Context: an optimization exercise on an open-source flow, tuned for small area. The choices shown serve that exercise and are no tape-out recipe.
Function was checked by simulation only, so behaviour that the tests miss may differ from the original.
Power and IR drop assume default switching activity.

<file path="design.v">
`default_nettype none
package display_geom_pkg;
	typedef logic [10-1:0] coord_t;
	typedef logic [$clog2(12)-1:0] enemy_idx_t;
	typedef logic [1:0] lives_t;
endpackage
`default_nettype wire
`default_nettype none
package pixel_color_pkg;
	typedef logic [3:0] chan_t;
	typedef struct packed {
		chan_t red;
		chan_t green;
		chan_t blue;
	} rgb_t;
	typedef struct packed {
		logic [7:0] red;
		logic [7:0] green;
		logic [7:0] blue;
	} texel_ch_t;
	typedef union packed {
		logic [23:0] word;
		texel_ch_t   ch;
	} texel_t;
endpackage
`default_nettype wire
`timescale 1ns/1ps
`default_nettype none
module enemy_scan
(
	input  display_geom_pkg::coord_t                    draw_x,
	input  display_geom_pkg::coord_t                    draw_y,
	input  logic [12*10-1:0]            enemy_x,
	input  logic [12*10-1:0]            enemy_y,
	input  logic [12-1:0]                     enemy_en,
	input  logic [12-1:0]                     enemy_explode,
	output logic                                        enemy_hit,
	output logic                                        enemy_exploding
);
	function automatic logic le(input logic [10-1:0] a, input logic [10-1:0] b);
		logic c;
		c = 1'b1;
		for (int k = 0; k < 10; k++)
			c = (b[k] & ~a[k]) | (c & (b[k] | ~a[k]));
		le = c;
	endfunction
	function automatic logic [10:0] sub(input logic [10-1:0] a, input logic [10-1:0] b);
		logic [10-1:0] d;
		logic                bw;
		bw = 1'b0;
		for (int k = 0; k < 10; k++)
		begin
			d[k] = a[k] ^ b[k] ^ bw;
			bw   = (b[k] & ~a[k]) | (bw & (b[k] | ~a[k]));
		end
		sub = {bw, d};
	endfunction
	logic [10:0]       lo_x;
	logic [10:0]       lo_y;
	logic [12-1:0] in_box;
	assign lo_x = sub(draw_x, 30 - 1);
	assign lo_y = sub(draw_y, 30 - 1);
	for (genvar i = 0; i < 12; i++)
	begin : g_box
		assign in_box[i] = enemy_en[i] &&
			le(enemy_x[i*10 +: 10], draw_x) &&
			(lo_x[10] || le(lo_x[10-1:0], enemy_x[i*10 +: 10])) &&
			le(enemy_y[i*10 +: 10], draw_y) &&
			(lo_y[10] || le(lo_y[10-1:0], enemy_y[i*10 +: 10]));
	end
	function automatic logic [1:0] first_hit(input logic [12-1:0] hit, input logic [12-1:0] boom);
		logic [15:0] h;
		logic [15:0] b;
		h = '0;
		b = '0;
		h[12-1:0] = hit;
		b[12-1:0] = boom;
		for (int w = 1; w < 16; w = w * 2)
			for (int k = 0; k < 16; k = k + 2 * w)
			begin
				b[k] = h[k] ? b[k] : b[k + w];
				h[k] = h[k] | h[k + w];
			end
		first_hit = {h[0], b[0]};
	endfunction
	assign enemy_exploding = first_hit(in_box, enemy_explode) == 2'b11;
	assign enemy_hit = |in_box;
endmodule
`default_nettype wire
`timescale 1ns/1ps
`default_nettype none
module player_scan
(
	input  display_geom_pkg::coord_t         draw_x,
	input  display_geom_pkg::coord_t         draw_y,
	input  display_geom_pkg::coord_t         ship_x,
	input  display_geom_pkg::coord_t         ship_y,
	input  display_geom_pkg::coord_t         ship_size,
	input  logic [4*10-1:0]  laser_x,
	input  logic [4*10-1:0]  laser_y,
	input  logic [4-1:0]           laser_en,
	output logic                             ship_hit,
	output logic                             laser_hit
);
	function automatic logic le(input logic [10-1:0] a, input logic [10-1:0] b);
		logic c;
		c = 1'b1;
		for (int k = 0; k < 10; k++)
			c = (b[k] & ~a[k]) | (c & (b[k] | ~a[k]));
		le = c;
	endfunction
	function automatic logic [10:0] sub(input logic [10-1:0] a, input logic [10-1:0] b);
		logic [10-1:0] d;
		logic                bw;
		bw = 1'b0;
		for (int k = 0; k < 10; k++)
		begin
			d[k] = a[k] ^ b[k] ^ bw;
			bw   = (b[k] & ~a[k]) | (bw & (b[k] | ~a[k]));
		end
		sub = {bw, d};
	endfunction
	display_geom_pkg::coord_t dist_x;
	display_geom_pkg::coord_t dist_y;
	logic [4-1:0]   laser_box;
	logic [10:0]        lo_x;
	logic [10:0]        lo_y;
	assign dist_x = sub(draw_x, ship_x);
	assign dist_y = sub(draw_y, ship_y);
	assign ship_hit = le(dist_x, ship_size) && le(dist_y, ship_size);
	assign lo_x = sub(draw_x, 4 - 1);
	assign lo_y = sub(draw_y, 16 - 1);
	for (genvar i = 0; i < 4; i++)
	begin : g_laser
		assign laser_box[i] = laser_en[i] &&
			le(laser_x[i*10 +: 10], draw_x) &&
			(lo_x[10] || le(lo_x[10-1:0], laser_x[i*10 +: 10])) &&
			le(laser_y[i*10 +: 10], draw_y) &&
			(lo_y[10] || le(lo_y[10-1:0], laser_y[i*10 +: 10]));
	end
	assign laser_hit = |laser_box;
endmodule
`default_nettype wire
`timescale 1ns/1ps
`default_nettype none
module lives_hud
(
	input  display_geom_pkg::coord_t draw_x,
	input  display_geom_pkg::coord_t draw_y,
	input  display_geom_pkg::coord_t lives_x,
	input  display_geom_pkg::coord_t lives_y,
	input  display_geom_pkg::lives_t num_lives,
	output logic   lives_hit,
	output pixel_color_pkg::rgb_t   lives_rgb
);
	localparam logic [16*8-1:0] HEART = 128'h0000_0000_0000_183c_7eff_ffff_6600_0000;
	function automatic logic [10:0] sub(input logic [10-1:0] a, input logic [10-1:0] b);
		logic [10-1:0] d;
		logic                bw;
		bw = 1'b0;
		for (int k = 0; k < 10; k++)
		begin
			d[k] = a[k] ^ b[k] ^ bw;
			bw   = (b[k] & ~a[k]) | (bw & (b[k] | ~a[k]));
		end
		sub = {bw, d};
	endfunction
	logic [10:0]   off_x;
	logic [10:0]   off_y;
	logic [3:0]          glyph_row;
	logic [8-1:0] glyph_bits;
	logic                lit;
	assign off_x = sub(draw_x, lives_x);
	assign off_y = sub(draw_y, lives_y);
	assign lives_hit = !off_x[10] && (off_x[10-1:5] == '0) && (off_x[4:3] < num_lives) &&
		!off_y[10] && (off_y[10-1:4] == '0);
	assign glyph_row = off_y[3:0];
	always_comb
	begin
		glyph_bits = HEART[glyph_row*8 +: 8];
	end
	assign lit = glyph_bits[draw_x[2:0]];
	assign lives_rgb = lit ? pixel_color_pkg::rgb_t'(12'hf00) : pixel_color_pkg::rgb_t'('0);
endmodule
`default_nettype wire
`timescale 1ns/1ps
`default_nettype none
module pixel_priority
(
	input  logic   clk,
	input  logic   rst_n,
	input  logic   lose_game,
	input  logic   win_game,
	input  logic   ship_hit,
	input  logic   laser_hit,
	input  logic   enemy_hit,
	input  logic   enemy_exploding,
	input  logic   lives_hit,
	input  pixel_color_pkg::rgb_t   lives_rgb,
	input  pixel_color_pkg::rgb_t   bg_rgb,
	input  pixel_color_pkg::rgb_t   laser_rgb,
	input  pixel_color_pkg::texel_t ship_texel,
	input  pixel_color_pkg::texel_t enemy_texel,
	input  pixel_color_pkg::texel_t explosion_texel,
	output pixel_color_pkg::chan_t  red,
	output pixel_color_pkg::chan_t  green,
	output pixel_color_pkg::chan_t  blue
);
	pixel_color_pkg::rgb_t pix_next;
	pixel_color_pkg::rgb_t pix_q;
	pixel_color_pkg::rgb_t ship_rgb;
	pixel_color_pkg::rgb_t expl_rgb;
	pixel_color_pkg::rgb_t enemy_rgb;
	pixel_color_pkg::rgb_t below_enemy;
	pixel_color_pkg::rgb_t below_laser;
	pixel_color_pkg::rgb_t below_ship;
	logic                  live;
	logic                  take_ship;
	function automatic pixel_color_pkg::rgb_t keyed(input pixel_color_pkg::texel_t t, input pixel_color_pkg::rgb_t bg);
		pixel_color_pkg::rgb_t c;
		if (t.word == 24'hffc0cb)
			c = bg;
		else
		begin
			c.red   = t.ch.red[7:4];
			c.green = t.ch.green[7:4];
			c.blue  = t.ch.blue[7:4];
		end
		keyed = c;
	endfunction
	assign ship_rgb  = keyed(ship_texel, bg_rgb);
	assign expl_rgb  = keyed(explosion_texel, bg_rgb);
	assign enemy_rgb = keyed(enemy_texel, bg_rgb);
	assign live = rst_n && !(lose_game || win_game);
	assign below_enemy = lives_hit ? lives_rgb : bg_rgb;
	assign below_laser = enemy_hit ? (enemy_exploding ? expl_rgb : enemy_rgb) : below_enemy;
	assign below_ship  = laser_hit ? laser_rgb : below_laser;
	assign take_ship = live && ship_hit;
	always_comb
	begin
		if (take_ship)
			pix_next = ship_rgb;
		else if (!rst_n)
			pix_next = '0;
		else if (!live)
			pix_next = bg_rgb;
		else
			pix_next = below_ship;
	end
	always_ff @(posedge clk)
	begin
		pix_q <= pix_next;
	end
	assign red   = pix_q.red;
	assign green = pix_q.green;
	assign blue  = pix_q.blue;
endmodule
`default_nettype wire
`timescale 1ns/1ps
`default_nettype none
module color_mapper
(
	input  logic                             clk,
	input  logic                             rst_n,
	input  logic [10-1:0]              draw_x,
	input  logic [10-1:0]              draw_y,
	input  logic [10-1:0]              ship_x,
	input  logic [10-1:0]              ship_y,
	input  logic [10-1:0]              ship_size,
	input  logic [4*10-1:0]  laser_x,
	input  logic [4*10-1:0]  laser_y,
	input  logic [4-1:0]           laser_en,
	input  logic [12*10-1:0] enemy_x,
	input  logic [12*10-1:0] enemy_y,
	input  logic [12-1:0]          enemy_en,
	input  logic [12-1:0]          enemy_explode,
	input  logic [10-1:0]              lives_x,
	input  logic [10-1:0]              lives_y,
	input  logic [1:0]                       num_lives,
	input  logic [11:0]                      bg_rgb,
	input  logic [23:0]                      ship_texel,
	input  logic [23:0]                      enemy_texel,
	input  logic [23:0]                      explosion_texel,
	input  logic [11:0]                      laser_rgb,
	input  logic                             lose_game,
	input  logic                             win_game,
	output logic [3:0]                       red,
	output logic [3:0]                       green,
	output logic [3:0]                       blue
);
	logic enemy_hit;
	logic enemy_exploding;
	logic ship_hit;
	logic laser_hit;
	logic lives_hit;
	pixel_color_pkg::rgb_t lives_rgb;
	enemy_scan u_enemy_scan (
		.draw_x          (draw_x),
		.draw_y          (draw_y),
		.enemy_x         (enemy_x),
		.enemy_y         (enemy_y),
		.enemy_en        (enemy_en),
		.enemy_explode   (enemy_explode),
		.enemy_hit       (enemy_hit),
		.enemy_exploding (enemy_exploding)
	);
	player_scan u_player_scan (
		.draw_x    (draw_x),
		.draw_y    (draw_y),
		.ship_x    (ship_x),
		.ship_y    (ship_y),
		.ship_size (ship_size),
		.laser_x   (laser_x),
		.laser_y   (laser_y),
		.laser_en  (laser_en),
		.ship_hit  (ship_hit),
		.laser_hit (laser_hit)
	);
	lives_hud u_lives_hud (
		.draw_x    (draw_x),
		.draw_y    (draw_y),
		.lives_x   (lives_x),
		.lives_y   (lives_y),
		.num_lives (num_lives),
		.lives_hit (lives_hit),
		.lives_rgb (lives_rgb)
	);
	pixel_priority u_pixel_priority (
		.clk             (clk),
		.rst_n           (rst_n),
		.lose_game       (lose_game),
		.win_game        (win_game),
		.ship_hit        (ship_hit),
		.laser_hit       (laser_hit),
		.enemy_hit       (enemy_hit),
		.enemy_exploding (enemy_exploding),
		.lives_hit       (lives_hit),
		.lives_rgb       (lives_rgb),
		.bg_rgb          (bg_rgb),
		.laser_rgb       (laser_rgb),
		.ship_texel      (ship_texel),
		.enemy_texel     (enemy_texel),
		.explosion_texel (explosion_texel),
		.red             (red),
		.green           (green),
		.blue            (blue)
	);
endmodule
`default_nettype wire
</file>
<file path="flow/run.sh">
#!/bin/bash
# Layout flow: the standard ORFS flow with two changes.
#  1. Synthesis maps with an area-oriented ABC script (flow/area.abc) in place of
#     ORFS's delay-oriented one; everything else in synthesis is the standard flow's own script.
#  2. Port buffers use the smallest buffer cell (buf_1).
# Each tool's output goes to a log file of its own in this folder.
set -euo pipefail
here=$(pwd)
abc_script=$here/flow/area.abc

# synthesis script: the standard flow's, with the abc call pointed at our ABC script
{
	echo "proc abc {args} {"
	echo "  set i [lsearch \$args -script]"
	echo "  if {\$i >= 0} { set args [lreplace \$args [expr {\$i+1}] [expr {\$i+1}] $abc_script] }"
	echo "  yosys abc {*}\$args"
	echo "}"
	cat "$here/synth_recipe.tcl"
} > "$here/flow_synth.tcl"

# standard.sh with our synthesis script
sed "s#SYNTH_SCRIPT=[^ ]*#SYNTH_SCRIPT=$here/flow_synth.tcl#" "$here/standard.sh" > "$here/flow_standard.sh"
grep -q "SYNTH_SCRIPT=$here/flow_synth.tcl" "$here/flow_standard.sh"

bash "$here/flow_standard.sh" synth > "$here/synth.log" 2>&1

export BUFFER_PORTS_ARGS="-buffer_cell sky130_fd_sc_hd__buf_1"
bash "$here/flow_standard.sh" finish > "$here/layout.log" 2>&1
</file>
<file path="flow/area.abc">
strash
dch -f
map -a
topo
</file>
<file path="standard.sh">
#!/bin/bash
# synth_recipe.tcl (not shown) runs the flow's synth.tcl, then flattens the netlist and writes it again
# the make line also repeats each setting of config.mk as NAME=value (left out here)
make -C /OpenROAD-flow-scripts/flow DESIGN_CONFIG=/design/flow/config.mk WORK_HOME=/design/flow/orfs CLKGATE_MAP_FILE= SYNTH_SCRIPT=/design/flow/synth_recipe.tcl "${@:-finish}"
</file>
<file path="config.mk">
export PLATFORM = sky130hd
export DESIGN_NAME = color_mapper
export DESIGN_NICKNAME = color_mapper
export VERILOG_FILES = /design/flow/design.v
export SDC_FILE = /design/flow/constraint.sdc
export NUM_CORES = 4
export LEC_CHECK = 0
export CAP_MARGIN = 20
export CORE_MARGIN = 2
export CORE_UTILIZATION = 40
export SLEW_MARGIN = 20
</file>
<file path="constraint.sdc">
create_clock -name core_clock -period 7.0 [get_ports {clk}]
set_input_delay 1.4000 -clock core_clock [delete_from_list [all_inputs] [get_ports {clk}]]
set_output_delay 1.4000 -clock core_clock [all_outputs]
set_load 0.01 [all_outputs]
</file>
==> results of run 1 <==
==> worst min path at each step <==
stage	endpoint	slack (ns)
after floorplan	u_pixel_priority.pix_q[10]	1.57
after global placement	u_pixel_priority.pix_q[9]	1.69
after detailed placement	u_pixel_priority.pix_q[9]	1.69
after CTS	u_pixel_priority.pix_q[9]	1.44
after global routing	u_pixel_priority.pix_q[10]	1.46
final	u_pixel_priority.pix_q[9]	1.44
==> per-stage QoR <==
step	power, mW	instances
floorplan	0.725	1592
CTS	1.29	2505
finish	1.32	2528
global route	1.43	2524
detailed placement	1.17	2502
global placement	1.17	2502
==> worst max-delay path: cells and delay by family <==
kind                       cells  cell delay [ns]
adders and majority gates     10             3.19
and+or+nand+nor                6             0.68
AOI/OAI and AO/OA              4             0.72
buffers and inverters          6             0.72
==> power groups by stage <==
stage	logic (mW)	clock network, mW	registers (mW)
after global routing	1.24	0.112	0.0805
after floorplan	0.640	0	0.0851
after CTS	1.10	0.109	0.0801
after global placement	1.08	0	0.0815
after detailed placement	1.09	0	0.0814
final	1.13	0.110	0.0802
==> kinds of logic (layout without fill, tap and decap cells) <==
logic type,after synthesis,after routing,synth area share [%]
compound gates,914,914,59.9
xor+xnor,4,4,0.357
fa+ha+maj,89,89,13.4
buf+inv,246,835,9.42
flops,12,12,2.45
mux,5,5,0.536
other cells,0,23,0
simple gates,322,322,14.0
==> cell type report <==
| class | count | area [µm²] | area share, % |
|---|---|---|---|
| antenna | 23 | 57.6 | 0.451 |
| clock buffer | 3 | 75.1 | 0.588 |
| inverter | 246 | 923 | 7.23 |
| multi-input combinational | 1334 | 8660 | 67.8 |
| sequential | 12 | 240 | 1.88 |
| tap | 324 | 405 | 3.18 |
| timing repair buffer | 586 | 2410 | 18.8 |
==> routing by layer <==
metal	up-vias	GRT usage, %	share of wire (%)
li1	7605	-	-
met1	7732	50.9	39
met2	979	69.5	47
met3	171	6.38	9.4
met4	4	20.0	5.2
met5	-	0	0.041
==> placed cells by master (no fill, tap or decap), types with 3 or more instances in the layout <==
cell type	count
nand2_1	163
buf_1	531
a221oi_1	71
o211ai_1	22
a211oi_1	6
o21a_1	3
dfxtp_1	12
a31oi_1	12
a21oi_1	161
or4_2	3
nor2_1	87
buf_4	55
nand3_1	23
clkinv_1	246
nand4_1	25
diode_2	23
nor3_1	5
nor4_1	9
o2111ai_1	5
a22oi_1	108
clkbuf_16	3
maj3_1	17
a221o_2	6
fa_1	32
o221ai_1	66
o22ai_1	236
mux2i_1	3
a2bb2oi_1	6
o21ai_0	201
ha_1	40
==> results.sh, run 1 <==
export IMPL_status="complete, no violations"
export IMPL_grt_max_degree=33
export IMPL_place_congestion=0.999
export IMPL_largest_reg_flops=12
export IMPL_hold_viol_final=0
export IMPL_cp_max_fo=4
export IMPL_portBuffers=531
export IMPL_regMostFlops="u_pixel_priority.pix_q"
export IMPL_setup_violations_final=0
export IMPL_start_util_pct=40.5
export IMPL_die_area_um2=25800
export IMPL_internal_power_uw=583
export IMPL_worstHoldStart="ship_texel[21]"
export IMPL_slew_viol_final=0
export IMPL_leakage_nw=4.08
export IMPL_via_per_inst=6.52
export IMPL_synthTopCellsByCount="246 x clkinv_1, 236 x o22ai_1, 201 x o21ai_0, 163 x nand2_1, 161 x a21oi_1"
export IMPL_crit_type="primary input to register"
export IMPL_grt_pass1_vias=14851
export IMPL_clk_pin_slew_worst_paths_ns=0.05
export IMPL_wirelength_mm=56.3
export IMPL_postCtsSetupRepairBufs=0
export IMPL_drt_iter0_markers=1911
export IMPL_top_regs="u_pixel_priority.pix_q (12)"
export IMPL_grt_remaining_overflow=0
export IMPL_grt_pass1_wl_mm=83.7
export IMPL_syn_to_final_growth_pct=30.2
export IMPL_cts_made_buffers=3
export IMPL_synth_flop_cell="dfxtp_1"
export IMPL_post_route_cell_area_um2=12800
export IMPL_slew_headroom_pct=30.8
export IMPL_end_kind="register"
export IMPL_cp_required_ns=7.12
export IMPL_async_flop_share_pct=0
export IMPL_critPathCapture="u_pixel_priority.pix_q[10]"
export IMPL_crit_path_frequent_cell="fa_1"
export IMPL_cts_resized=0
export IMPL_cts_sinks=12
export IMPL_dp_slack_ns=0.223
export IMPL_ys_seq_elements=12
export IMPL_ys_seq_area_share_pct=2.45
export IMPL_maxCapViolCount=0
export IMPL_synth_most_common_cell="clkinv_1"
export IMPL_hold_depth=3
export IMPL_clock_path_buffers=2
export IMPL_nets=2775
export IMPL_ys_types=44
export IMPL_period_needed_ns=6.59
export IMPL_ios=532
export IMPL_cp_startpoint="draw_y[0]"
export IMPL_syn_area_um2=9800
export IMPL_tightestPinTransition_ns=1.03
export IMPL_timing_setup_tns_ns=0
export IMPL_hold_buffers=0
export IMPL_cp_arrival_ns=6.72
export IMPL_routedWlPerCell_um=22.3
export IMPL_rows=57
export IMPL_rsz0062_at_grt="no"
export IMPL_utilization_pct=52.8
export IMPL_htree_levels=1
export IMPL_hpwl_mm=47.4
export IMPL_ys_warn_count=4
export IMPL_fmax_ghz=0.152
export IMPL_firstDrtPassIters=8
export IMPL_netSwitchingPower_uw=735
export IMPL_critPathMaxStageDelay_ns=0.44
export IMPL_synth_top_cell_by_area="o22ai_1"
export IMPL_hp_class="primary input to register"
export IMPL_worst_setup_path_start_kind="primary input"
export IMPL_vias=16491
export IMPL_die_h_um=161
export IMPL_p_sw_share_pct=55.8
export IMPL_drive_gt1_share_pct=3.48
export IMPL_placed_area_um2=12600
export IMPL_drtAntennaViolNets=0
export IMPL_cts_tree="built"
export IMPL_grtUsageTotal_pct=41.1
export IMPL_ir_drop_uv=70.3
export IMPL_post_route_drc_count=0
export IMPL_synth_enable_flop_cells=0
export IMPL_clkPwrFrac_pct=8.3
export IMPL_synth_net_count=2184
export IMPL_synthTopCellsByArea="o22ai_1 15%, o21ai_0 10%, clkinv_1 9.4%"
export IMPL_post_route_period_util_pct=94.2
export IMPL_dieWidth_um=161
export IMPL_coreArea_um2=24200
export IMPL_p_per_area_nw_per_um2=103
export IMPL_cts_root_buf="clkbuf_16"
export IMPL_whs_ns=1.44
export IMPL_synthCells=1592
export IMPL_fillerInstances=2666
export IMPL_netlist_area_leader_share_pct=15.1
export IMPL_slowest_stage="fa_1"
export IMPL_combinationalPowerShare_pct=85.6
export IMPL_pwr_share_seq_pct=6.1
export IMPL_antenna_found_initial=23
export IMPL_avgSynthCellArea_um2=6.16
export IMPL_fin_ws_ns=0.405
==> run 2: changes to the inputs <==
--- a/design.v
+++ b/design.v
@@ -46,13 +46,2 @@
 	endfunction
-	function automatic logic [10:0] sub(input logic [10-1:0] a, input logic [10-1:0] b);
-		logic [10-1:0] d;
-		logic                bw;
-		bw = 1'b0;
-		for (int k = 0; k < 10; k++)
-		begin
-			d[k] = a[k] ^ b[k] ^ bw;
-			bw   = (b[k] & ~a[k]) | (bw & (b[k] | ~a[k]));
-		end
-		sub = {bw, d};
-	endfunction
 	logic [10:0]       lo_x;
@@ -60,4 +49,4 @@
 	logic [12-1:0] in_box;
-	assign lo_x = sub(draw_x, 30 - 1);
-	assign lo_y = sub(draw_y, 30 - 1);
+	assign lo_x = {1'b0, draw_x} - (30 - 1);
+	assign lo_y = {1'b0, draw_y} - (30 - 1);
 	for (genvar i = 0; i < 12; i++)
@@ -111,7 +100,9 @@
 	endfunction
-	function automatic logic [10:0] sub(input logic [10-1:0] a, input logic [10-1:0] b);
+	function automatic logic [10-1:0] wrap_sub(input logic [10-1:0] a, input logic [10-1:0] b);
 		logic [10-1:0] d;
 		logic                bw;
+		logic                gen;
+		logic                prop;
 		bw = 1'b0;
-		for (int k = 0; k < 10; k++)
+		for (int k = 0; k < 10 / 2; k++)
 		begin
@@ -120,3 +111,15 @@
 		end
-		sub = {bw, d};
+		gen  = 1'b0;
+		prop = 1'b1;
+		for (int k = 0; k < 10 / 2; k++)
+		begin
+			gen  = (b[k] & ~a[k]) | ((b[k] | ~a[k]) & gen);
+		end
+		bw = gen;
+		for (int k = 10 / 2; k < 10; k++)
+		begin
+			d[k] = a[k] ^ b[k] ^ bw;
+			bw   = (b[k] & ~a[k]) | (bw & (b[k] | ~a[k]));
+		end
+		wrap_sub = d;
 	endfunction
@@ -127,7 +130,7 @@
 	logic [10:0]        lo_y;
-	assign dist_x = sub(draw_x, ship_x);
-	assign dist_y = sub(draw_y, ship_y);
+	assign dist_x = wrap_sub(draw_x, ship_x);
+	assign dist_y = wrap_sub(draw_y, ship_y);
 	assign ship_hit = le(dist_x, ship_size) && le(dist_y, ship_size);
-	assign lo_x = sub(draw_x, 4 - 1);
-	assign lo_y = sub(draw_y, 16 - 1);
+	assign lo_x = {1'b0, draw_x} - (4 - 1);
+	assign lo_y = {1'b0, draw_y} - (16 - 1);
 	for (genvar i = 0; i < 4; i++)
@@ -156,7 +159,11 @@
 	localparam logic [16*8-1:0] HEART = 128'h0000_0000_0000_183c_7eff_ffff_6600_0000;
-	function automatic logic [10:0] sub(input logic [10-1:0] a, input logic [10-1:0] b);
+	function automatic logic [10:0] window(input logic [10-1:0] a, input logic [10-1:0] b, input int lo);
 		logic [10-1:0] d;
 		logic                bw;
+		logic                eq0;
+		logic                eq1;
+		logic                carry;
 		bw = 1'b0;
-		for (int k = 0; k < 10; k++)
+		d = '0;
+		for (int k = 0; k < lo; k++)
 		begin
@@ -165,3 +172,13 @@
 		end
-		sub = {bw, d};
+		eq0   = 1'b1;
+		eq1   = 1'b1;
+		carry = 1'b1;
+		for (int k = lo; k < 10; k++)
+		begin
+			eq0   = eq0 & (a[k] == b[k]);
+			eq1   = eq1 & (a[k] == (b[k] ^ carry));
+			carry = carry & b[k];
+		end
+		eq1 = eq1 & !carry;
+		window = {bw ? eq1 : eq0, d};
 	endfunction
@@ -172,6 +189,5 @@
 	logic                lit;
-	assign off_x = sub(draw_x, lives_x);
-	assign off_y = sub(draw_y, lives_y);
-	assign lives_hit = !off_x[10] && (off_x[10-1:5] == '0) && (off_x[4:3] < num_lives) &&
-		!off_y[10] && (off_y[10-1:4] == '0);
+	assign off_x = window(draw_x, lives_x, 5);
+	assign off_y = window(draw_y, lives_y, 4);
+	assign lives_hit = off_x[10] && (off_x[4:3] < num_lives) && off_y[10];
 	assign glyph_row = off_y[3:0];
@@ -210,41 +226,25 @@
 	pixel_color_pkg::rgb_t pix_q;
-	pixel_color_pkg::rgb_t ship_rgb;
-	pixel_color_pkg::rgb_t expl_rgb;
-	pixel_color_pkg::rgb_t enemy_rgb;
-	pixel_color_pkg::rgb_t below_enemy;
-	pixel_color_pkg::rgb_t below_laser;
-	pixel_color_pkg::rgb_t below_ship;
-	logic                  live;
-	logic                  take_ship;
-	function automatic pixel_color_pkg::rgb_t keyed(input pixel_color_pkg::texel_t t, input pixel_color_pkg::rgb_t bg);
-		pixel_color_pkg::rgb_t c;
-		if (t.word == 24'hffc0cb)
-			c = bg;
-		else
-		begin
-			c.red   = t.ch.red[7:4];
-			c.green = t.ch.green[7:4];
-			c.blue  = t.ch.blue[7:4];
-		end
-		keyed = c;
-	endfunction
-	assign ship_rgb  = keyed(ship_texel, bg_rgb);
-	assign expl_rgb  = keyed(explosion_texel, bg_rgb);
-	assign enemy_rgb = keyed(enemy_texel, bg_rgb);
-	assign live = rst_n && !(lose_game || win_game);
-	assign below_enemy = lives_hit ? lives_rgb : bg_rgb;
-	assign below_laser = enemy_hit ? (enemy_exploding ? expl_rgb : enemy_rgb) : below_enemy;
-	assign below_ship  = laser_hit ? laser_rgb : below_laser;
-	assign take_ship = live && ship_hit;
-	always_comb
-	begin
-		if (take_ship)
-			pix_next = ship_rgb;
-		else if (!rst_n)
-			pix_next = '0;
-		else if (!live)
-			pix_next = bg_rgb;
-		else
-			pix_next = below_ship;
-	end
+	logic key_ship, key_expl, key_enemy;
+	logic live;
+	logic sel_ship, sel_laser, sel_expl, sel_enemy, sel_bg, sel_red;
+	logic show_enemy, show_lives;
+	assign key_ship  = ship_texel.word == 24'hffc0cb;
+	assign key_expl  = explosion_texel.word == 24'hffc0cb;
+	assign key_enemy = enemy_texel.word == 24'hffc0cb;
+	assign live       = rst_n && !(lose_game || win_game);
+	assign show_enemy = live && !ship_hit && !laser_hit && enemy_hit;
+	assign show_lives = live && !ship_hit && !laser_hit && !enemy_hit && lives_hit;
+	assign sel_ship  = live && ship_hit && !key_ship;
+	assign sel_laser = live && !ship_hit && laser_hit;
+	assign sel_expl  = show_enemy && enemy_exploding && !key_expl;
+	assign sel_enemy = show_enemy && !enemy_exploding && !key_enemy;
+	assign sel_red   = show_lives && lives_rgb.red[0];
+	assign sel_bg    = rst_n && !(sel_ship || sel_laser || sel_expl || sel_enemy || show_lives);
+	assign pix_next =
+		({12{sel_ship}}  & {ship_texel.ch.red[7:4], ship_texel.ch.green[7:4], ship_texel.ch.blue[7:4]}) |
+		({12{sel_expl}}  & {explosion_texel.ch.red[7:4], explosion_texel.ch.green[7:4], explosion_texel.ch.blue[7:4]}) |
+		({12{sel_enemy}} & {enemy_texel.ch.red[7:4], enemy_texel.ch.green[7:4], enemy_texel.ch.blue[7:4]}) |
+		({12{sel_laser}} & laser_rgb) |
+		({12{sel_bg}}    & bg_rgb) |
+		{{4{sel_red}}, 8'h00};
 	always_ff @(posedge clk)
==> flow/run.sh (replaced) <==
#!/bin/bash
# Layout flow: the standard ORFS flow with two changes.
#  1. Synthesis (hierarchical, set in config.mk) maps each module with an
#     area-oriented ABC script in place of ORFS's delay-oriented one:
#     flow/prio.abc for the output stage, flow/scan.abc for the hit tests.
#     Everything else in synthesis is the standard flow's own script.
#  2. Port buffers use the smallest buffer cell (buf_1).
# Each tool's output goes to a log file of its own in this folder.
set -euo pipefail
here=$(pwd)

# synthesis script: the standard flow's, with the abc call run once per group of modules
cat > "$here/flow_synth.tcl" <<EOT
proc abc {args} {
  set i [lsearch \$args -script]
  foreach {scr sel} {$here/flow/prio.abc pixel_priority $here/flow/scan.abc {enemy_scan player_scan lives_hud color_mapper}} {
    set a [lreplace \$args [expr {\$i+1}] [expr {\$i+1}] \$scr]
    yosys abc {*}\$a {*}\$sel
  }
}
EOT
cat "$here/synth_recipe.tcl" >> "$here/flow_synth.tcl"

# standard.sh with our synthesis script
sed "s#SYNTH_SCRIPT=[^ ]*#SYNTH_SCRIPT=$here/flow_synth.tcl#" "$here/standard.sh" > "$here/flow_standard.sh"
grep -q "SYNTH_SCRIPT=$here/flow_synth.tcl" "$here/flow_standard.sh"

bash "$here/flow_standard.sh" synth > "$here/synth.log" 2>&1

export BUFFER_PORTS_ARGS="-buffer_cell sky130_fd_sc_hd__buf_1"
bash "$here/flow_standard.sh" finish > "$here/layout.log" 2>&1
==> flow/prio.abc (new file) <==
strash
dch -f
map -D 4500
topo
buffer -p
upsize -D 4500
dnsize -D 4500
==> flow/scan.abc (new file) <==
strash
&get -n
&st
&syn2
&dch
&nf -a -R 1000
&st
&dch -f
&nf -a -R 1000
&st
&dch -f
&nf -a -R 1000
&put
topo
--- a/config.mk
+++ b/config.mk
@@ -11 +11,2 @@
 export SLEW_MARGIN = 20
+export SYNTH_HIERARCHICAL = 1
removed: flow/area.abc
==> run 2 against run 1 <==
Net effect: setup slack better by 0.12 ns; sequential cell count unchanged; hold slack got worse by 0.081 ns; critical path depth up 1; core utilization grew 1.1 points; power is 9.9% lower; design area down 5.1%; highest routed layer unchanged; sequential power is 2.9% higher; clock power rose by 6%; maximum frequency up 1.8%; cell count down 9.4%; die area fell by 6.8%.
==> results.sh, run 2 <==
export IMPL_nets=2542
export IMPL_largest_reg_flops=12
export IMPL_slew_headroom_pct=45.5
export IMPL_critPathMaxStageDelay_ns=0.42
export IMPL_crit_path_frequent_cell="fa_1"
export IMPL_hp_class="primary input to register"
export IMPL_htree_levels=1
export IMPL_timing_setup_tns_ns=0
export IMPL_portBuffers=531
export IMPL_worstSetupPathDepth=27
export IMPL_netSwitchingPower_uw=623
export IMPL_slowest_stage="fa_1"
export IMPL_p_per_area_nw_per_um2=98.1
export IMPL_cts_sinks=12
export IMPL_cts_root_buf="clkbuf_16"
export IMPL_end_kind="register"
export IMPL_ios=532
export IMPL_post_route_drc_count=0
export IMPL_mostFrequentLayoutCells="531 x buf_1, 210 x o22ai_1, 132 x a22oi_1"
export IMPL_ys_warn_count=10
export IMPL_cp_arrival_ns=6.66
export IMPL_status="complete, no violations"
export IMPL_period_needed_ns=6.48
export IMPL_final_common_cell="buf_1"
export IMPL_via_per_inst=6.73
export IMPL_cp_startpoint="draw_y[0]"
export IMPL_grtUsageTotal_pct=40.3
export IMPL_wirelength_mm=51.5
export IMPL_cp_max_fo=12
export IMPL_rows=55
export IMPL_cp_required_ns=7.18
export IMPL_die_h_um=155
export IMPL_leakage_nw=3.79
export IMPL_crit_type="primary input to register"
export IMPL_drtAntennaViolNets=0
export IMPL_rsz0062_at_grt="no"
export IMPL_cp_top_family="adder cells"
export IMPL_p_sw_share_pct=52.5
export IMPL_clkPwrFrac_pct=9.9
export IMPL_top_regs="u_pixel_priority.pix_q (12)"
export IMPL_die_area_um2=24000
export IMPL_cp_num_buf_inv=8
export IMPL_seq_area_um2=240
export IMPL_dp_slack_ns=0.271
export IMPL_grt_pass1_wl_mm=78.1
export IMPL_avgSynthCellArea_um2=6.53
export IMPL_worst_setup_path_start_kind="primary input"
export IMPL_critPathCapture="u_pixel_priority.pix_q[3]"
export IMPL_regMostFlops="u_pixel_priority.pix_q"
export IMPL_internal_power_uw=565
export IMPL_whs_ns=1.36
export IMPL_clock_path_buffers=2
export IMPL_hpwl_mm=43.3
export IMPL_fillerInstances=2484
export IMPL_fmax_ghz=0.154
export IMPL_setup_violations_final=0
export IMPL_pwr_share_seq_pct=6.9
export IMPL_routedWlPerCell_um=22.5
export IMPL_syn_area_um2=9120
export IMPL_cts_tree="built"
export IMPL_hold_viol_final=0
export IMPL_drive_gt1_share_pct=3.68
export IMPL_start_util_pct=40.5
export IMPL_synthCells=1396
export IMPL_dieWidth_um=155
export IMPL_combinationalPowerShare_pct=83.2
export IMPL_maxCapViolCount=0
export IMPL_vias=15424
export IMPL_grt_remaining_overflow=0
export IMPL_synth_net_count=1954
export IMPL_drt_iter0_markers=1653
export IMPL_syn_to_final_growth_pct=32.9
export IMPL_multi_input_area_um2=8460
export IMPL_antenna_found_initial=25
export IMPL_cts_made_buffers=3
export IMPL_firstDrtPassIters=7
export IMPL_clk_pin_slew_worst_paths_ns=0.05
export IMPL_post_route_period_util_pct=92.6
export IMPL_grt_max_degree=27
export IMPL_hold_buffers=0
export IMPL_fin_ws_ns=0.520
export IMPL_grt_pass1_vias=14695
export IMPL_coreArea_um2=22500
export IMPL_ir_drop_uv=66.0
export IMPL_place_congestion=1.00
export IMPL_slew_viol_final=0
export IMPL_tightestPinTransition_ns=0.813
export IMPL_utilization_pct=53.9
[run 2: worst min path at each step]
stage / startpoint / end / slack [ns] / cells after the start
floorplan: bg_rgb[0] / u_pixel_priority.pix_q[0] / 1.51 / 2
global placement: bg_rgb[3] / u_pixel_priority.pix_q[3] / 1.60 / 3
detailed placement: bg_rgb[5] / u_pixel_priority.pix_q[5] / 1.61 / 3
CTS: bg_rgb[4] / u_pixel_priority.pix_q[4] / 1.36 / 3
global route: bg_rgb[4] / u_pixel_priority.pix_q[4] / 1.38 / 3
finish: bg_rgb[4] / u_pixel_priority.pix_q[4] / 1.36 / 3
[run 2: cell type report]
class | instances | share of cell area (%)
clock buffers | 4 | 0.733
multi-input cells | 1247 | 69.8
well taps | 285 | 2.94
flip-flops and latches | 12 | 1.98
inverters | 131 | 4.06
diodes | 23 | 0.475
repair buffers | 589 | 20.0
[run 2: routing by layer]
metal  up-vias  track usage, %  wire, µm
met5         -               0        85
met4        14            20.9      2820
met3       182            8.80      4720
met2       873            69.7     24700
met1      7314            46.8     19200
li1       7041               -         -
[run 2: stage by stage]
stage	power, mW	area (µm²)	std cells
6_report	1.19	12100	2291
5_1_grt	1.30	12100	2285
4_1_cts	1.17	12000	2268
3_5_place_dp	1.05	12000	2264
3_3_place_gp	1.04	12000	2264
2_1_floorplan	0.643	9120	1396
[run 2: timing repair]
item | 4_1_cts | 5_1_grt
hold endpoints to repair | 0 | 0
buffers inserted | 0 | 0
setup endpoints to repair | 0 | 12
resized for setup | 0 | 4
[run 2: power by group through the flow]
stage          clock, mW  combinational, mW  sequential (mW)
6_report           0.117              0.988           0.0825
5_1_grt            0.121               1.09           0.0828
4_1_cts            0.118              0.970           0.0824
3_5_place_dp           0              0.965           0.0835
3_3_place_gp           0              0.957           0.0841
2_1_floorplan          0              0.557           0.0859
==> run 3: changes to the inputs <==
--- a/config.mk
+++ b/config.mk
@@ -7,6 +7,7 @@
 export LEC_CHECK = 0
-export CAP_MARGIN = 20
+export CAP_MARGIN = 10
 export CORE_MARGIN = 2
 export CORE_UTILIZATION = 40
-export SLEW_MARGIN = 20
+export CTS_BUF_LIST = sky130_fd_sc_hd__clkbuf_4
+export SLEW_MARGIN = 10
 export SYNTH_HIERARCHICAL = 1
==> run 3 against run 2 <==
Net effect: hold slack got worse by 0.032 ns; sequential cell count did not move; first-iteration DRC count fell by 2.5%; combinational power barely moved; setup slack improved by 0.0075 ns.
==> results.sh, run 3 <==
export IMPL_status="complete, no violations"
export IMPL_dieWidth_um=155
export IMPL_rsz0062_at_grt="no"
export IMPL_synth_net_count=1954
export IMPL_hold_buffers=0
export IMPL_cts_made_buffers=3
export IMPL_syn_area_um2=9120
export IMPL_dp_cells=2264
export IMPL_fmax_ghz=0.155
export IMPL_syn_to_final_growth_pct=32.1
export IMPL_timing_setup_tns_ns=0
export IMPL_post_route_cell_area_um2=12000
export IMPL_via_per_inst=6.74
export IMPL_cts_resized=0
export IMPL_power_mw=1.12
export IMPL_final_common_cell="buf_1"
export IMPL_tightestPinTransition_ns=0.860
export IMPL_hpwl_mm=43.3
export IMPL_grt_use_met1_pct=46.7
export IMPL_wirelength_mm=51.5
export IMPL_postCtsSetupRepairBufs=0
export IMPL_utilization_pct=53.5
export IMPL_leakage_nw=3.76
export IMPL_setup_violations_final=0
export IMPL_fin_ws_ns=0.528
export IMPL_cts_tree="built"
export IMPL_worst_setup_path_start_kind="primary input"
export IMPL_coreArea_um2=22500
export IMPL_cts_root_buf="clkbuf_4"
export IMPL_start_util_pct=40.5
export IMPL_p_per_area_nw_per_um2=92.6
export IMPL_hold_viol_final=0
export IMPL_antenna_found_initial=25
export IMPL_die_h_um=155
export IMPL_hp_class="primary input to register"
export IMPL_cp_startpoint="draw_y[0]"
export IMPL_portBuffers=531
export IMPL_ys_warn_count=10
export IMPL_top_usage_layer="met2"
export IMPL_cp_required_ns=7.21
export IMPL_post_route_drc_count=0
export IMPL_clock_path_buffers=2
export IMPL_ir_drop_uv=45.1
export IMPL_nets=2542
export IMPL_cts_sinks=12
export IMPL_drtAntennaViolNets=0
export IMPL_end_kind="register"
export IMPL_routedWlPerCell_um=22.5
export IMPL_clk_pin_slew_worst_paths_ns=0.08
export IMPL_vias=15453
export IMPL_htree_levels=1
export IMPL_largest_reg_flops=12
export IMPL_grt_use_met3_pct=8.83
export IMPL_grt_max_degree=27
export IMPL_grt_pass1_wl_mm=78.1
export IMPL_grt_pass1_vias=14709
export IMPL_cp_max_fo=12
export IMPL_regMostFlops="u_pixel_priority.pix_q"
export IMPL_place_congestion=1.00
export IMPL_grtUsageTotal_pct=40.3
export IMPL_slew_headroom_pct=42.4
export IMPL_firstDrtPassIters=8
export IMPL_drive_gt1_share_pct=3.63
export IMPL_die_area_um2=24000
export IMPL_critPathCapture="u_pixel_priority.pix_q[11]"
export IMPL_placed_area_um2=12000
export IMPL_avgSynthCellArea_um2=6.53
export IMPL_ios=532
export IMPL_post_route_period_util_pct=92.5
export IMPL_dp_slack_ns=0.271
export IMPL_final_cells=2292
export IMPL_mostFrequentLayoutCells="531 x buf_1, 210 x o22ai_1, 132 x a22oi_1"
export IMPL_slew_viol_final=0
export IMPL_synthCells=1396
export IMPL_cp_arrival_ns=6.68
export IMPL_maxCapViolCount=0
export IMPL_crit_type="primary input to register"
export IMPL_top_regs="u_pixel_priority.pix_q (12)"
export IMPL_drt_iter0_markers=1612
export IMPL_grt_remaining_overflow=0
export IMPL_met2_usage_pct=69.7
export IMPL_fillerInstances=2499
export IMPL_period_needed_ns=6.47
export IMPL_rows=55
export IMPL_whs_ns=1.33
run 3: power by group:
part	internal, mW	total, mW	switching [mW]
Clock	0.0207	0.0452	0.0246
Sequential	0.0774	0.0821	0.00473
Combinational	0.400	0.989	0.588
run 3: final cells by class:
class                   instances  area (µm²)  area share [%]
diodes                         24        60.1           0.498
clock inverters                 1        3.75          0.0312
well taps                     285         357            2.96
flip-flops and latches         12         240            1.99
clock buffers                   3        22.5           0.187
inverters                     131         492            4.08
repair buffers                589        2430            20.2
multi-input cells            1247        8440            70.1
run 3: worst max-delay path, cell delays in order:
cell and delay [ns]:
buf_1 0.08, clkinv_1 0.19, ha_1 0.19, clkinv_1 0.08
fa_1 0.38, fa_1 0.39, fa_1 0.38, clkinv_1 0.07
fa_1 0.16, clkinv_1 0.07, fa_1 0.39, fa_1 0.42
fa_1 0.38, clkinv_1 0.06, fa_1 0.17, xor2_1 0.19
xnor2_1 0.16, a21oi_1 0.09, nor3_1 0.32, inv_1 0.10
nand2_1 0.10, nor4_1 0.06, nor4_1 0.23, nand3_1 0.09
inv_1 0.32, nand2_1 0.11, nand4_1 0.10
run 3: worst min path at each step:
stage                          from  depth (start not counted)  slack [ns]                         to
after detailed placement  bg_rgb[5]                          3        1.61  u_pixel_priority.pix_q[5]
after floorplan           bg_rgb[0]                          2        1.51  u_pixel_priority.pix_q[0]
after CTS                 bg_rgb[4]                          3        1.31  u_pixel_priority.pix_q[4]
final                     bg_rgb[4]                          3        1.33  u_pixel_priority.pix_q[4]
after global placement    bg_rgb[3]                          3        1.60  u_pixel_priority.pix_q[3]
after global routing      bg_rgb[4]                          3        1.33  u_pixel_priority.pix_q[4]
run 3: layer usage:
layer	vias up	wire length, µm
li1	7045	-
met3	176	4710
met4	14	2700
met1	7329	19300
met2	889	24700
met5	-	81
==> run 4: changes to the inputs <==
--- a/flow/run.sh
+++ b/flow/run.sh
@@ -6,3 +6,4 @@
 #     Everything else in synthesis is the standard flow's own script.
-#  2. Port buffers use the smallest buffer cell (buf_1).
+#  2. Port buffers use the smallest buffer cell (buf_1), and the layout's
+#     repairs may not use buffers larger than buf_2.
 # Each tool's output goes to a log file of its own in this folder.
@@ -30,2 +31,4 @@
 export BUFFER_PORTS_ARGS="-buffer_cell sky130_fd_sc_hd__buf_1"
+# layout repairs may not use the large buffers
+export DONT_USE_CELLS="sky130_fd_sc_hd__buf_4 sky130_fd_sc_hd__buf_6 sky130_fd_sc_hd__buf_8 sky130_fd_sc_hd__buf_12 sky130_fd_sc_hd__buf_16"
 bash "$here/flow_standard.sh" finish > "$here/layout.log" 2>&1
==> run 4 against run 3 <==
Net effect: setup slack is the same; critical endpoint unchanged; synthesized cell count is the same; highest routed layer unchanged; first-iteration DRC count is the same; cell count is the same; critical path depth is the same; largest cell class unchanged.
==> results.sh, run 4 <==
export IMPL_cp_arrival_ns=6.68
export IMPL_power_mw=1.12
export IMPL_grtUsageTotal_pct=40.3
export IMPL_avgSynthCellArea_um2=6.53
export IMPL_end_kind="register"
export IMPL_met1_length_mm=19.3
export IMPL_slew_headroom_pct=42.4
export IMPL_syn_to_final_growth_pct=32.1
export IMPL_grt_pass1_vias=14709
export IMPL_period_needed_ns=6.47
export IMPL_top_layer_used="met5"
export IMPL_met2_wirelength_mm=24.7
export IMPL_via_per_inst=6.74
export IMPL_clock_path_buffers=2
export IMPL_rows=55
export IMPL_synth_net_count=1954
export IMPL_cts_made_buffers=3
export IMPL_placed_area_um2=12000
export IMPL_antenna_found_initial=25
export IMPL_worst_setup_path_start_kind="primary input"
export IMPL_crit_type="primary input to register"
export IMPL_fmax_ghz=0.155
export IMPL_slowest_stage="fa_1"
export IMPL_syn_area_um2=9120
export IMPL_leakage_nw=3.76
export IMPL_ios=532
export IMPL_firstDrtPassIters=8
export IMPL_met3_length_mm=4.71
export IMPL_dp_slack_ns=0.271
export IMPL_setup_violations_final=0
export IMPL_cts_tree="built"
export IMPL_maxCapViolCount=0
export IMPL_final_common_cell="buf_1"
export IMPL_cp_required_ns=7.21
export IMPL_cp_top_family="adder cells"
export IMPL_cp_num_buf_inv=8
export IMPL_grt_pass1_wl_mm=78.1
export IMPL_routedWlPerCell_um=22.5
export IMPL_grt_max_degree=27
export IMPL_wirelength_mm=51.5
export IMPL_rsz0062_at_grt="no"
export IMPL_cts_resized=0
export IMPL_drive_gt1_share_pct=3.63
export IMPL_portBuffers=531
export IMPL_slew_viol_final=0
export IMPL_start_util_pct=40.5
export IMPL_cp_max_fo=12
export IMPL_die_area_um2=24000
export IMPL_synthCells=1396
export IMPL_tightestPinTransition_ns=0.860
export IMPL_nets=2542
export IMPL_cts_sinks=12
export IMPL_status="complete, no violations"
export IMPL_die_h_um=155
export IMPL_postCtsSetupRepairBufs=0
export IMPL_vias=15453
export IMPL_clk_pin_slew_worst_paths_ns=0.08
export IMPL_p_per_area_nw_per_um2=92.6
export IMPL_timing_setup_tns_ns=0
export IMPL_dieWidth_um=155
export IMPL_dp_cells=2264
export IMPL_drtAntennaViolNets=0
export IMPL_post_route_drc_count=0
export IMPL_hold_buffers=0
export IMPL_critPathMaxStageDelay_ns=0.42
export IMPL_top_regs="u_pixel_priority.pix_q (12)"
export IMPL_hpwl_mm=43.3
export IMPL_fin_ws_ns=0.528
export IMPL_drt_iter0_markers=1612
export IMPL_coreArea_um2=22500
export IMPL_regMostFlops="u_pixel_priority.pix_q"
export IMPL_cts_root_buf="clkbuf_4"
export IMPL_post_route_period_util_pct=92.5
export IMPL_hold_viol_final=0
export IMPL_grt_remaining_overflow=0
export IMPL_htree_levels=1
export IMPL_largest_reg_flops=12
export IMPL_fillerInstances=2499
export IMPL_post_route_cell_area_um2=12000
export IMPL_crit_path_frequent_cell="fa_1"
export IMPL_hp_class="primary input to register"
export IMPL_ir_drop_uv=45.1
export IMPL_place_congestion=1.00
export IMPL_mostFrequentLayoutCells="531 x buf_1, 210 x o22ai_1, 132 x a22oi_1"
export IMPL_ys_warn_count=10
export IMPL_final_cells=2292
[run 4: cell counts in the layout (fill, tap and decap cells not counted)]
Identical to the previous run, type by type.
[run 4: layout make-up]
cell class,count,area [µm²],share of cell area [%]
Multi-Input combinational cell,1247,8440,70.1
Timing Repair Buffer,589,2430,20.2
Inverter,131,492,4.08
Tap cell,285,357,2.96
Sequential cell,12,240,1.99
Antenna cell,24,60.1,0.498
Clock buffer,3,22.5,0.187
Clock inverter,1,3.75,0.0312
[run 4: stage by stage]
step                      hold slack [ns]  util (%)
after floorplan                      1.51         -
after global placement               1.60      53.1
after detailed placement             1.61      53.1
after CTS                            1.31      53.3
after global routing                 1.33      53.5
final                                1.33      53.5
[run 4: layer usage]
layer  track usage (%)  vias to the layer above
met5                 0                        -
met1              46.7                     7329
li1                  -                     7045
met2              69.7                      889
met4              21.1                       14
met3              8.83                      176
[run 4: power breakdown]
| part | internal (mW) | total [mW] | leakage (nW) | switching, mW |
|---|---|---|---|---|
| Combinational | 0.400 | 0.989 | 3.64 | 0.588 |
| Sequential | 0.0774 | 0.0821 | 0.100 | 0.00473 |
| Clock | 0.0207 | 0.0452 | 0.0155 | 0.0246 |
| Total | 0.498 | 1.12 | 3.76 | 0.618 |
[run 4: final timing paths]
kind              startpoint                         end  slack [ns]  cells after the start
setup / recovery   draw_y[0]  u_pixel_priority.pix_q[11]        0.53                     27
hold / removal     bg_rgb[4]   u_pixel_priority.pix_q[4]        1.33                      3
[run 4: tightest hold or removal path: cells and delay by family]
kind / cells / cell delay (ns)
and+or+nand+nor: 2 / 0.11
buffers and inverters: 1 / 0.07
==> run 5: changes to the inputs <==
--- a/design.v
+++ b/design.v
@@ -159,11 +159,7 @@
 	localparam logic [16*8-1:0] HEART = 128'h0000_0000_0000_183c_7eff_ffff_6600_0000;
-	function automatic logic [10:0] window(input logic [10-1:0] a, input logic [10-1:0] b, input int lo);
+	function automatic logic [10:0] sub(input logic [10-1:0] a, input logic [10-1:0] b);
 		logic [10-1:0] d;
 		logic                bw;
-		logic                eq0;
-		logic                eq1;
-		logic                carry;
 		bw = 1'b0;
-		d = '0;
-		for (int k = 0; k < lo; k++)
+		for (int k = 0; k < 10; k++)
 		begin
@@ -172,13 +168,3 @@
 		end
-		eq0   = 1'b1;
-		eq1   = 1'b1;
-		carry = 1'b1;
-		for (int k = lo; k < 10; k++)
-		begin
-			eq0   = eq0 & (a[k] == b[k]);
-			eq1   = eq1 & (a[k] == (b[k] ^ carry));
-			carry = carry & b[k];
-		end
-		eq1 = eq1 & !carry;
-		window = {bw ? eq1 : eq0, d};
+		sub = {bw, d};
 	endfunction
@@ -189,5 +175,6 @@
 	logic                lit;
-	assign off_x = window(draw_x, lives_x, 5);
-	assign off_y = window(draw_y, lives_y, 4);
-	assign lives_hit = off_x[10] && (off_x[4:3] < num_lives) && off_y[10];
+	assign off_x = sub(draw_x, lives_x);
+	assign off_y = sub(draw_y, lives_y);
+	assign lives_hit = !off_x[10] && (off_x[10-1:5] == '0) && (off_x[4:3] < num_lives) &&
+		!off_y[10] && (off_y[10-1:4] == '0);
 	assign glyph_row = off_y[3:0];
--- a/flow/run.sh
+++ b/flow/run.sh
@@ -6,4 +6,3 @@
 #     Everything else in synthesis is the standard flow's own script.
-#  2. Port buffers use the smallest buffer cell (buf_1), and the layout's
-#     repairs may not use buffers larger than buf_2.
+#  2. Port buffers use the smallest buffer cell (buf_1).
 # Each tool's output goes to a log file of its own in this folder.
@@ -31,4 +30,2 @@
 export BUFFER_PORTS_ARGS="-buffer_cell sky130_fd_sc_hd__buf_1"
-# layout repairs may not use the large buffers
-export DONT_USE_CELLS="sky130_fd_sc_hd__buf_4 sky130_fd_sc_hd__buf_6 sky130_fd_sc_hd__buf_8 sky130_fd_sc_hd__buf_12 sky130_fd_sc_hd__buf_16"
 bash "$here/flow_standard.sh" finish > "$here/layout.log" 2>&1
==> run 5 against run 4 <==
Net effect: via count shrank 4.6%; design area shrank 0.71%; critical path depth unchanged; largest cell class unchanged; routed wire length decreased by 2.6%; power up 1.2%; hold slack worse by 0.012 ns.
==> results.sh, run 5 <==
export IMPL_die_h_um=154
export IMPL_synthCells=1380
export IMPL_syn_area_um2=9050
export IMPL_maxCapViolCount=0
export IMPL_hold_buffers=0
export IMPL_cts_resized=0
export IMPL_vias=14737
export IMPL_post_route_period_util_pct=95.9
export IMPL_postCtsSetupRepairBufs=0
export IMPL_regMostFlops="u_pixel_priority.pix_q"
export IMPL_cts_root_buf="clkbuf_4"
export IMPL_crit_type="primary input to register"
export IMPL_slew_headroom_pct=33.3
export IMPL_clock_path_buffers=2
export IMPL_firstDrtPassIters=6
export IMPL_cts_sinks=12
export IMPL_cts_made_buffers=3
export IMPL_fmax_ghz=0.149
export IMPL_syn_to_final_growth_pct=32.1
export IMPL_tightestPinTransition_ns=0.995
export IMPL_end_kind="register"
export IMPL_routedWlPerCell_um=22.1
export IMPL_synth_net_count=1940
export IMPL_utilization_pct=53.3
export IMPL_drt_iter0_markers=1831
export IMPL_post_route_drc_count=0
export IMPL_cp_max_fo=12
export IMPL_largest_reg_flops=12
export IMPL_dieWidth_um=154
export IMPL_portBuffers=531
export IMPL_mostFrequentLayoutCells="531 x buf_1, 209 x o22ai_1, 133 x a22oi_1"
export IMPL_final_common_cell="buf_1"
export IMPL_antenna_found_initial=20
export IMPL_avgSynthCellArea_um2=6.56
export IMPL_via_per_inst=6.49
export IMPL_coreArea_um2=22400
export IMPL_grtUsageTotal_pct=38.7
export IMPL_grt_pass1_vias=12721
export IMPL_dp_slack_ns=-0.0210
export IMPL_cp_arrival_ns=6.87
export IMPL_slew_viol_final=0
export IMPL_drive_gt1_share_pct=3.57
export IMPL_power_mw=1.13
export IMPL_hold_viol_final=0
export IMPL_period_needed_ns=6.71
export IMPL_status="complete, no violations"
export IMPL_die_area_um2=23900
export IMPL_grt_pass1_wl_mm=73.7
export IMPL_nets=2524
export IMPL_ir_drop_uv=46.2
export IMPL_worst_setup_path_start_kind="primary input"
export IMPL_hp_class="primary input to register"
export IMPL_p_per_area_nw_per_um2=94.4
export IMPL_cts_tree="built"
export IMPL_hpwl_mm=42.2
export IMPL_top_regs="u_pixel_priority.pix_q (12)"
export IMPL_rows=55
export IMPL_start_util_pct=40.4
export IMPL_cp_required_ns=7.16
export IMPL_setup_violations_final=0
export IMPL_ios=532
export IMPL_clk_pin_slew_worst_paths_ns=0.08
export IMPL_wirelength_mm=50.2
export IMPL_grt_remaining_overflow=0
export IMPL_leakage_nw=3.71
export IMPL_place_congestion=1.07
export IMPL_fin_ws_ns=0.289
export IMPL_grt_max_degree=27
export IMPL_fillerInstances=2456
export IMPL_whs_ns=1.31
export IMPL_ys_warn_count=10
export IMPL_htree_levels=1
export IMPL_drtAntennaViolNets=0
## run 5: layer usage
layer  GRT usage (%)  part of all wire [%]
met3            7.87                    11
met5               0                  0.18
met2            57.3                    42
met4            12.6                   3.7
met1            55.9                    43
## run 5: metrics by stage
stage / TNS (ns) / std cells / area, µm²
CTS: 0 / 2248 / 11900
global placement: 0 / 2244 / 11900
global route: -0.0188 / 2258 / 11900
detailed placement: -0.0803 / 2244 / 11900
finish: 0 / 2270 / 12000
floorplan: 0 / 1380 / 9050
## run 5: path summary, 6_finish.rpt
path,endpoint,slack [ns],from,cells past startpoint
max,u_pixel_priority.pix_q[9],0.29,draw_y[0],27
min,u_pixel_priority.pix_q[5],1.31,bg_rgb[5],3
## run 5: cell type report
class	instances	area (µm²)	area share, %
well taps	285	357	2.98
clock buffers	3	22.5	0.188
diodes	22	55.1	0.460
flip-flops and latches	12	240	2.01
clock inverters	1	3.75	0.0314
repair buffers	585	2400	20.1
multi-input cells	1224	8370	70.0
inverters	138	518	4.33
## run 5: where the power goes
part / switching [mW] / internal (mW)
Sequential: 0.00309 / 0.0773
Combinational: 0.600 / 0.404
Clock: 0.0254 / 0.0207
Total: 0.628 / 0.501
## run 5: critical path, stage by stage
cell	delay, ns
buf_1	0.19
clkinv_1	0.10
ha_1	0.21
fa_1	0.37
clkinv_1	0.07
fa_1	0.17
clkinv_1	0.08
fa_1	0.39
fa_1	0.41
fa_1	0.40
fa_1	0.39
clkinv_1	0.07
fa_1	0.17
clkinv_1	0.07
fa_1	0.36
clkinv_1	0.06
fa_1	0.40
nor2_1	0.10
nand3_1	0.12
a2111oi_0	0.40
inv_1	0.13
nor4_2	0.26
nor4_1	0.09
nand3_1	0.07
inv_1	0.19
nand2_1	0.12
nand4_1	0.08
==> run 6: changes to the inputs <==
--- a/config.mk
+++ b/config.mk
@@ -11,2 +11,3 @@
 export CTS_BUF_LIST = sky130_fd_sc_hd__clkbuf_4
+export GPL_TIMING_DRIVEN = 0
 export SLEW_MARGIN = 10
==> run 6 against run 5 <==
Net effect: sequential cell count unchanged; largest power group unchanged; clock-buffer cell count is the same; design area fell by 0.38%; combinational power about the same; sequential share of layout area hardly changed; sequential power shrank 1%; die area unchanged; routed wire length increased by 1.1%; core utilization is 0.20 points lower; non-clock buffer count down 33.
==> results.sh, run 6 <==
export IMPL_cts_tree="built"
export IMPL_status="complete, no violations"
export IMPL_post_route_drc_count=0
export IMPL_coreArea_um2=22400
export IMPL_seq_area_um2=240
export IMPL_ios=532
export IMPL_ys_warn_count=10
export IMPL_final_common_cell="buf_1"
export IMPL_ir_drop_uv=45.5
export IMPL_clock_path_buffers=2
export IMPL_cp_num_buf_inv=10
export IMPL_post_route_cell_area_um2=11900
export IMPL_top_regs="u_pixel_priority.pix_q (12)"
export IMPL_cp_required_ns=7.14
export IMPL_start_util_pct=40.4
export IMPL_mostFrequentLayoutCells="526 x buf_1, 209 x o22ai_1, 133 x a22oi_1"
export IMPL_leakage_nw=3.62
export IMPL_hold_buffers=0
export IMPL_setup_violations_final=0
export IMPL_die_h_um=154
export IMPL_multi_input_area_um2=8440
export IMPL_fmax_ghz=0.149
export IMPL_slowest_stage="fa_1"
export IMPL_wirelength_mm=50.8
export IMPL_vias=14728
export IMPL_syn_to_final_growth_pct=31.6
export IMPL_regMostFlops="u_pixel_priority.pix_q"
export IMPL_grt_pass1_wl_mm=74.0
export IMPL_post_route_period_util_pct=95.9
export IMPL_crit_type="primary input to register"
export IMPL_synth_net_count=1940
export IMPL_period_needed_ns=6.71
export IMPL_clk_pin_slew_worst_paths_ns=0.07
export IMPL_timing_setup_tns_ns=0
export IMPL_drtAntennaViolNets=0
export IMPL_critPathMaxStageDelay_ns=0.40
export IMPL_grt_remaining_overflow=0
export IMPL_grt_pass1_vias=12815
export IMPL_synthCells=1380
export IMPL_tightestPinTransition_ns=1.04
export IMPL_slew_viol_final=0
export IMPL_worstHoldStart="bg_rgb[8]"
export IMPL_portBuffers=531
export IMPL_hp_class="primary input to register"
export IMPL_end_kind="register"
export IMPL_largest_reg_flops=12
export IMPL_avgSynthCellArea_um2=6.56
export IMPL_syn_area_um2=9050
export IMPL_die_area_um2=23900
export IMPL_antenna_found_initial=33
export IMPL_firstDrtPassIters=8
export IMPL_grt_max_degree=28
export IMPL_rows=55
export IMPL_hold_viol_final=0
export IMPL_routedWlPerCell_um=22.6
export IMPL_holdPathEnd="u_pixel_priority.pix_q[8]"
export IMPL_cp_arrival_ns=6.86
export IMPL_place_congestion=1.04
export IMPL_cp_max_fo=24
export IMPL_cts_made_buffers=3
export IMPL_cp_top_family="adder cells"
export IMPL_p_per_area_nw_per_um2=94.3
export IMPL_fillerInstances=2464
export IMPL_grtUsageTotal_pct=39.1
export IMPL_cts_sinks=12
export IMPL_hold_depth=3
export IMPL_htree_levels=1
export IMPL_maxCapViolCount=0
export IMPL_worst_setup_path_start_kind="primary input"
export IMPL_crit_path_frequent_cell="fa_1"
export IMPL_nets=2493
export IMPL_cts_root_buf="clkbuf_4"
export IMPL_drive_gt1_share_pct=3.26
export IMPL_placed_area_um2=11700
export IMPL_whs_ns=1.33
export IMPL_drt_iter0_markers=1554
export IMPL_via_per_inst=6.56
export IMPL_hpwl_mm=42.0
export IMPL_slew_headroom_pct=31.0
export IMPL_dieWidth_um=154
[run 6: how the worst max path moves through the flow]
stage / startpoint / to / slack, ns / cells past startpoint
global route: draw_y[0] / u_pixel_priority.pix_q[4] / -0.03 / 28
global placement: draw_x[0] / u_pixel_priority.pix_q[10] / -2.59 / 26
detailed placement: draw_x[0] / u_pixel_priority.pix_q[2] / -1.58 / 25
CTS: draw_x[5] / u_pixel_priority.pix_q[2] / 0.01 / 24
floorplan: draw_x[1] / u_pixel_priority.pix_q[0] / 0.41 / 25
finish: draw_y[0] / u_pixel_priority.pix_q[10] / 0.29 / 28
[run 6: repair_timing]
action / CTS / global route
setup buffers: 0 / 1
endpoints found under the setup margin: 12 / 12
gates cloned: 0 / 2
gates resized for setup: 29 / 25
[run 6: cell type report]
class | instances | share of cell area [%]
tap | 285 | 2.99
clock buffer | 3 | 0.189
buffer | 6 | 0.252
clock inverter | 1 | 0.0315
antenna | 27 | 0.567
inverter | 138 | 4.60
timing repair inverter | 2 | 0.0840
multi-input combinational | 1224 | 70.8
timing repair buffer | 546 | 18.4
sequential | 12 | 2.02
[run 6: metal layers]
layer  track usage [%]  vias to the layer above  wire, µm
li1                  -                     6900         -
met1              54.5                     6805     21300
met2              57.5                      889     21900
met3              8.99                      120      5480
met4              17.2                       14      1970
met5                 0                        -        91
[run 6: tightest hold or removal path, cell delays in order]
cell     delay, ns
buf_1         0.07
nand2_1       0.05
nand3_1       0.05
[run 6: power breakdown]
group	total, mW	internal [mW]	switching [mW]
sequential	0.0793	0.0772	0.00207
combinational	1.00	0.399	0.603
clock	0.0426	0.0206	0.0220
[run 6: through the flow]
stage / setup slack, ns / utilization [%] / power, mW / instances
global placement: -2.59 / 50.8 / 1.00 / 2196
global route: -0.0296 / 53.1 / 1.23 / 2239
finish: 0.287 / 53.1 / 1.12 / 2244
floorplan: 0.409 / - / 0.645 / 1380
detailed placement: -1.58 / 52.1 / 1.04 / 2210
CTS: 0.00961 / 52.4 / 1.09 / 2214

-- what the ideal ports hide --
The flow's constraints put no driver on any port. The routed layouts listed below were extracted and timed again, unchanged, in two steps. Step 1 (the two cells are an assumption about what drives the block):
set clk [get_ports {clk}]
set_driving_cell -lib_cell sky130_fd_sc_hd__clkbuf_16 $clk
set_driving_cell -lib_cell sky130_fd_sc_hd__buf_2 [delete_from_list [all_inputs] $clk]
Step 2 adds t to the input delays and takes it off the output delays; t is the mean of the earliest and latest rising clock arrival at the registers after step 1. Input paths then give back, and output paths get back, about the clock's delay inside the block. Three values: ideal ports, drivers, drivers and shift; two values: the first two.
run	t, ns	setup WS [ns]	worst setup path at the end	slew at the worst register clock pin (ns)
run 1	0.294	0.405 / 0.432 / 0.137	input to register	0.05 / 0.05
run 2	0.271	0.520 / 0.531 / 0.260	input to register	0.05 / 0.05
run 3	0.296	0.528 / 0.531 / 0.235	input to register	0.08 / 0.08
run 4	0.296	0.528 / 0.531 / 0.235	input to register	0.08 / 0.08
run 5	0.302	0.289 / 0.286 / -0.016	input to register	0.08 / 0.08
run 6	0.288	0.287 / 0.249 / -0.039	input to register	0.07 / 0.07
With both steps, setup timing fails in run 5 and run 6, where it was met with ideal ports. The setup slack of run 6, which loses most, moves by -0.038 ns with the drivers and by -0.326 ns with both steps.
